From an optimization exercise on the open Yosys and OpenROAD flow, aimed at small area; shortcuts taken in it are not production practice.

Setup of oak:
## imem_loader
module imem_loader #(
   parameter int DEPTH = 64,
   parameter int AW    = $clog2(DEPTH)
) (
   input  logic          clk,
   input  logic          reset,
   input  logic [7:0]    rx_data,
   input  logic          rx_valid,
   output logic          rx_ready,
   input  logic [31:0]   PC,
   output logic [31:0]   Instr,
   output logic          cpu_reset,
   output logic          load_done,
   output logic          load_err,
   output logic [AW:0]   words_loaded
);
==> module imem_array, before the edit <==
module imem_array (
   input  logic        clk,
   input  logic [3:0]  c,           
   input  logic [3:0]  t,           
   input  logic [1:0]  u,           
   input  logic        q15,         
   input  logic        q16,         
   input  logic [3:0]  lane_got,    
   input  logic [15:0] p_we,        
   input  logic [7:0]  wbyte,
   input  logic [5:0]  ridx,        
   input  logic        from_p,      
   input  logic        rd_en,       
   output logic [31:0] rdata   
);
   logic [7:0]   p    [16];
   logic [119:0] ring [16];
   logic         t_lo, t_hi;
   logic [4:0]   psum;
   logic [3:0]   pos;
   assign t_lo = (t == 4'd0);
   assign t_hi = (t == 4'd14);
   assign psum = {1'b0, ridx[5:2]} + {1'b0, c};
   assign pos  = (psum >= 5'd15) ? 4'(psum - 5'd15) : psum[3:0];
   logic [3:0]  slot;
   logic [63:0] sn;
   assign slot = from_p ? 4'd15 : pos;
   always_comb begin
      for (int k = 0; k < 64; k++)
         sn[k] = ~(rd_en & (ridx[1:0] == 2'(k / 16)) & (slot == 4'(k % 16)));
   end
   genvar j, r;
   generate
      for (j = 0; j < 4; j++) begin : g_lane
         for (r = 0; r < 4; r++) begin : g_cls
            localparam int K = j * 4 + r;
            logic older;   
            logic wr;
            assign older = ({1'b0, u} + {2'b0, lane_got[j]}) <= 3'(r);
            assign wr    = (older ? t_lo : t_hi) & ~(q16 | (q15 & ~older));
            always_ff @(posedge clk) begin
               if (p_we[K]) p[K] <= wbyte;
               ring[K] <= {ring[K][111:0], wr ? p[K] : ring[K][119:112]};
            end
         end
         for (genvar b = 0; b < 8; b++) begin : g_bit
            logic [63:0] d;
            for (genvar k = 0; k < 64; k++) begin : g_d
               if (k % 16 == 15) assign d[k] = p[j*4 + k/16][b];
               else              assign d[k] = ring[j*4 + k/16][8*(k%16) + b];
            end
            if ((8*j + b) == 0 || (8*j + b) == 1 || (8*j + b) == 4) begin : g_one
               imem_rd_bit #(.EN(1'b0)) u_rd (.sn(sn), .d(d), .en(1'b1), .y(rdata[8*j + b]));
            end else begin : g_zero
               imem_rd_bit #(.EN(1'b1)) u_rd (.sn(sn), .d(d), .en(rd_en), .y(rdata[8*j + b]));
            end
         end
      end
   endgenerate
endmodule
==> module imem_rd_bit, before the edit <==
module imem_rd_bit #(
   parameter bit EN = 1'b0
) (
   input  logic [63:0] sn,
   input  logic [63:0] d,
   input  logic        en,
   output logic        y
);
   logic [31:0] l1;   
   logic [7:0]  l2;   
   logic [1:0]  l3;   
   for (genvar k = 0; k < 32; k++) begin : g_l1
      imem_o22ai u (.a1(sn[2*k]), .a2(d[2*k]), .b1(sn[2*k+1]), .b2(d[2*k+1]), .y(l1[k]));
   end
   for (genvar k = 0; k < 8; k++) begin : g_l2
      imem_nor4 u (.a(l1[4*k]), .b(l1[4*k+1]), .c(l1[4*k+2]), .d(l1[4*k+3]), .y(l2[k]));
   end
   for (genvar k = 0; k < 2; k++) begin : g_l3
      imem_nand4 u (.a(l2[4*k]), .b(l2[4*k+1]), .c(l2[4*k+2]), .d(l2[4*k+3]), .y(l3[k]));
   end
   if (EN) begin : g_en
      imem_nor3 u (.a(l3[0]), .b(l3[1]), .c(~en), .y(y));
   end else begin : g_one
      imem_nor2 u (.a(l3[0]), .b(l3[1]), .y(y));
   end
endmodule
==> module imem_nor2, before the edit <==
module imem_nor2 (input logic a, b, output logic y);
   assign y = ~(a | b);
endmodule
clock: 8.0 ns
lec_check: 0
cap_margin: 20
core_margin: 2
core_utilization: 50
slew_margin: 20
synth_hierarchical: 1
synth_minimum_keep_size: 0
run.sh (not shown) runs the stock make flow with config.mk's settings and CLKGATE_MAP_FILE= SYNTH_SCRIPT=/design/flow/synth_recipe.tcl, a recipe that flattens the netlist after the stock synthesis.
What pine does differently from oak at the input level:
--- a/flow/design.v
+++ b/flow/design.v
@@ -18,22 +18,27 @@
    output logic [31:0] rdata   
 );
    logic [7:0]   p    [16];
    logic [119:0] ring [16];
    logic         t_lo, t_hi;
-   logic [4:0]   psum;
-   logic [3:0]   pos;
    assign t_lo = (t == 4'd0);
    assign t_hi = (t == 4'd14);
-   assign psum = {1'b0, ridx[5:2]} + {1'b0, c};
-   assign pos  = (psum >= 5'd15) ? 4'(psum - 5'd15) : psum[3:0];
-   logic [3:0]  slot;
-   logic [63:0] sn;
-   assign slot = from_p ? 4'd15 : pos;
+   logic [3:0]  kq [15];
+   logic [14:0] posq;
+   logic [3:0]  cls;
+   logic [63:0] sn;      
    always_comb begin
-      for (int k = 0; k < 64; k++)
-         sn[k] = ~(rd_en & (ridx[1:0] == 2'(k / 16)) & (slot == 4'(k % 16)));
+      for (int q = 0; q < 15; q++) begin
+         kq[q]   = (4'(q) >= c) ? 4'(q) - c : 4'(q + 15) - c;
+         posq[q] = (ridx[5:2] == kq[q]);
+      end
+      for (int k = 0; k < 4; k++)
+         cls[k] = (ridx[1:0] == 2'(k));
+      for (int k = 0; k < 64; k++) begin
+         if (k % 16 == 15) sn[k] = ~(cls[k / 16] & from_p);
+         else              sn[k] = ~(cls[k / 16] & posq[k % 16] & ~from_p);
+      end
    end
    genvar j, r;
    generate
       for (j = 0; j < 4; j++) begin : g_lane
          for (r = 0; r < 4; r++) begin : g_cls
@@ -52,11 +57,11 @@
             for (genvar k = 0; k < 64; k++) begin : g_d
                if (k % 16 == 15) assign d[k] = p[j*4 + k/16][b];
                else              assign d[k] = ring[j*4 + k/16][8*(k%16) + b];
             end
             if ((8*j + b) == 0 || (8*j + b) == 1 || (8*j + b) == 4) begin : g_one
-               imem_rd_bit #(.EN(1'b0)) u_rd (.sn(sn), .d(d), .en(1'b1), .y(rdata[8*j + b]));
+               imem_rd_bit #(.EN(1'b0)) u_rd (.sn(sn), .d(d), .en(rd_en), .y(rdata[8*j + b]));
             end else begin : g_zero
                imem_rd_bit #(.EN(1'b1)) u_rd (.sn(sn), .d(d), .en(rd_en), .y(rdata[8*j + b]));
             end
          end
       end
@@ -83,11 +88,11 @@
       imem_nand4 u (.a(l2[4*k]), .b(l2[4*k+1]), .c(l2[4*k+2]), .d(l2[4*k+3]), .y(l3[k]));
    end
    if (EN) begin : g_en
       imem_nor3 u (.a(l3[0]), .b(l3[1]), .c(~en), .y(y));
    end else begin : g_one
-      imem_nor2 u (.a(l3[0]), .b(l3[1]), .y(y));
+      imem_o21ai u (.a1(l3[0]), .a2(l3[1]), .b1(en), .y(y));
    end
 endmodule
 module imem_o22ai (input logic a1, a2, b1, b2, output logic y);
    assign y = ~((a1 | a2) & (b1 | b2));
 endmodule
@@ -98,12 +103,12 @@
    assign y = ~(a & b & c & d);
 endmodule
 module imem_nor3 (input logic a, b, c, output logic y);
    assign y = ~(a | b | c);
 endmodule
-module imem_nor2 (input logic a, b, output logic y);
-   assign y = ~(a | b);
+module imem_o21ai (input logic a1, a2, b1, output logic y);
+   assign y = ~((a1 | a2) & b1);
 endmodule
 module imem_loader #(
    parameter int DEPTH = 64,
    parameter int AW    = $clog2(DEPTH)
 ) (
### Flow results
- Of pine and oak, oak shows the higher initial cell density of the core, with pine below it.
- pine has completed all stages; timing, DRC and antenna checks passed.
- Total number of tap cells (pine vs. oak) increases slightly
- Area growth from synthesis to final layout, pine and oak, higher one = oak.
- Against oak as the reference, pine delivers a lower post-layout instance area.
- Floorplan row count ended up 1.6% higher on pine than on oak.
- oak vs pine, start point of the critical path: PC[7] vs PC[4]
- oak → pine: cell count decreased 0.36%, worst setup slack has decreased.
No functional check of the RTL was part of any run of this note.

## static timing again, ports no longer ideal
The flow's constraints put no driver on any port. The routed layouts listed below were extracted and timed again, unchanged, in two steps.
Step 1: set_driving_cell puts a clkbuf_16 on clk and a buf_2 on each other input, an assumption about the parent block.
Step 2 adds t to the input delays and takes it off the output delays; t is the mean of the earliest and latest rising clock arrival at the registers after step 1. Input paths then give back, and output paths get back, about the clock's delay inside the block.
a / b / c = no drivers / after step 1 / after step 2; a / b = the first two.
run	t (ns)	setup WS [ns]	hold WS [ns]
oak	0.857	0.143 / 0.115 / 0.115	0.340 / 0.340 / 0.340
pine	0.876	0.094 / 0.064 / 0.064	0.326 / 0.326 / 0.326
After both steps every run listed still meets setup and hold. For pine, which loses most, drivers alone change the setup slack by -0.030 ns; drivers and shift together by -0.030 ns.
